What follows belongs to an exercise in optimizing a design on an open flow for small area; a production flow would make more cautious choices.
RTL that was checked went through simulation tests only; none was proved equivalent to the original.
Power is estimated from default activity; no workload was simulated.

==> flow/design.v (excerpt) <==
module ahb_slave_top (
	input wire Hclk,
	input wire Hresetn,
	input wire [1:0] Htrans,
	input wire [2:0] Hsize,
	input wire Hreadyin,
	input wire [32-1:0] Hwdata,
	input wire [32-1:0] Haddr,
	input wire Hwrite,
	input wire Hreadyout_in,
	output logic [1:0] Hresp,
	output logic Hreadyout,
	output logic [4-1:0] Pselx_out,
	output logic valid,
	output logic [32-1:0] config_reg_data
);
	function automatic logic maj(input logic x, input logic y, input logic z);
		maj = (x & y) | (x & z) | (y & z);
	endfunction
	function automatic logic ge32(input logic [31:0] a, input logic [31:0] nb);
		logic c;
		c = 1'b1;
		for (int i = 0; i < 32; i++)
			c = maj(a[i], nb[i], c);   
		ge32 = c;
	endfunction
	function automatic logic lt_sum(input logic [31:0] a, input logic [31:0] nb,
		input logic [31:0] ns);
		logic [31:0] x;   
		logic [32:0] y;   
		logic c;          
		y[0] = 1'b1;
		for (int i = 0; i < 32; i++)
		begin
			x[i] = nb[i] ^ ns[i] ^ a[i];
			y[i+1] = maj(nb[i], ns[i], a[i]);
		end
		c = 1'b1;
		for (int i = 0; i < 32; i++)
			c = maj(x[i], y[i], c);
		lt_sum = !(c & y[32]);
	endfunction
	logic act;         
	logic cfg_hit;     
	logic bad_size;    
	logic misal;       
	logic seq_err;     
	logic [3:0] a4;
	assign act = Htrans[1];
	assign a4 = Haddr[3:0];
	assign cfg_hit = ~|Haddr[31:4] & (~Haddr[3] | ~|Haddr[2:0]);
	assign bad_size = Hsize[2] | (Hsize[1] & Hsize[0]);
	assign misal = ~cfg_hit & ((Hsize == 3'd1 & Haddr[0]) | (Hsize == 3'd2 & |Haddr[1:0]));
	logic acc;         
  ...
export LEC_CHECK = 0
export CAP_MARGIN = 20
export CORE_MARGIN = 2
export CORE_UTILIZATION = 75
export CTS_BUF_LIST = sky130_fd_sc_hd__clkbuf_8
export CTS_CLUSTER_DIAMETER = 60
export CTS_CLUSTER_SIZE = 16
export SLEW_MARGIN = 20
create_clock -name core_clock -period 10.0 [get_ports {Hclk}]
standard.sh (not shown) runs the stock make flow with config.mk's settings and CLKGATE_MAP_FILE= SYNTH_SCRIPT=/design/flow/synth_recipe.tcl, a recipe that flattens the netlist after the stock synthesis.
==> flow/flow/run.sh <==
#!/bin/bash
# The standard layout with two changes:
# - synthesis maps the logic with an area-oriented ABC script
#   (flow/abc_area_map.script: choice computation and mapping with the delay
#   relaxed) in place of ORFS's speed script; every other synthesis step,
#   and so every register, is the standard one;
# - the port buffers are plain buf_1 cells (buffer_ports otherwise picks a
#   clock delay buffer for every port).
set -euo pipefail
rm -rf scripts_area
cp -r "$FLOW_HOME/scripts" scripts_area
cp flow/abc_area_map.script scripts_area/abc_speed.script
SCRIPTS_DIR="$PWD/scripts_area" bash standard.sh synth > synth.log 2>&1
export BUFFER_PORTS_ARGS="-buffer_cell sky130_fd_sc_hd__buf_1"
bash standard.sh > standard.log 2>&1
==> flow/flow/abc_area_map.script <==
&get -n
&st
&dch -f
&nf -p -R 1000 -C 32
&st
&dch -f
&nf -p -R 1000 -C 32
&put
Change:
==> flow/flow/run.sh (replaced) <==
#!/bin/bash
# The standard layout, with plain buf_1 cells as the port buffers
# (buffer_ports otherwise picks a clock delay buffer for every port).
set -euo pipefail
export BUFFER_PORTS_ARGS="-buffer_cell sky130_fd_sc_hd__buf_1"
bash standard.sh > standard.log 2>&1
removed: flow/flow/abc_area_map.script
Outcome: Power rises by 4.0%. Cell area came out higher by 7.2%. Count of clock-buffer cells in the layout rises by 2. Global-route usage increases by 1.5 points. Non-clock buffer count came out higher by 1.

---

ahb_slave_top, a different RTL version from the one above (not shown whole).
Size: about 2000 cells after synthesis, about 270 flip-flops, ~18000 um2 of cells after synthesis.
// ahb_slave_top
module ahb_slave_top (
	input wire Hclk,
	input wire Hresetn,
	input wire [1:0] Htrans,
	input wire [2:0] Hsize,
	input wire Hreadyin,
	input wire [32-1:0] Hwdata,
	input wire [32-1:0] Haddr,
	input wire Hwrite,
	input wire Hreadyout_in,
	output logic [1:0] Hresp,
	output logic Hreadyout,
	output logic [4-1:0] Pselx_out,
	output logic valid,
	output logic [32-1:0] config_reg_data
);
clock: 10.0 ns
lec_check: 0
cap_margin: 20
core_margin: 2
core_utilization: 65
cts_buf_list: sky130_fd_sc_hd__clkbuf_4
slew_margin: 20
run.sh (not shown) runs the stock make flow with config.mk's settings and CLKGATE_MAP_FILE= SYNTH_SCRIPT=/design/flow/synth_recipe.tcl, a recipe that flattens the netlist after the stock synthesis.
Stock flow here: none of the scripts above is used.
Rerun with:
--- a/flow/config.mk
+++ b/flow/config.mk
@@ -8,5 +8,4 @@
 export CAP_MARGIN = 20
 export CORE_MARGIN = 2
-export CORE_UTILIZATION = 65
-export CTS_BUF_LIST = sky130_fd_sc_hd__clkbuf_4
+export CORE_UTILIZATION = 40
 export SLEW_MARGIN = 20
Utilization falls by 28 points.
Synthesized cell count is unchanged.
Total power rises by about 7%.
Die area rises by about 60%.
No functional check of the RTL was part of any run of this note.

static timing again, ports no longer ideal:
In the flow no input, the clock included, has a driving cell. The finished layouts below were timed again as built, in two steps. Step 1, drivers: a clkbuf_16 drives Hclk and a buf_2 each remaining input, both assumed. Step 2 times the ports against the registers' clock, not the clock port: input delays grow and output delays shrink by t, the midpoint of the rising clock arrivals with the driver on. a / b / c = no drivers / after step 1 / after step 2; a / b = the first two.
run	t, ns	setup slack, ns	worst hold slack (ns)	worst slew at a driven data input, ns
the first run of note 1	0.633	0.810 / 0.762 / 0.762	0.456 / 0.456 / 0.456	0.09
the second run of note 1	0.625	2.230 / 2.201 / 2.201	0.463 / 0.463 / 0.463	0.04
the first run of note 2	0.724	1.488 / 1.461 / 1.461	0.428 / 0.428 / 0.428	0.09
the second run of note 2	0.603	1.457 / 1.432 / 1.432	0.435 / 0.435 / 0.435	0.06
After both steps setup and hold are still met in every run listed. The setup slack of the first run of note 1, which loses most, moves by -0.048 ns with the drivers and by -0.048 ns with both steps.
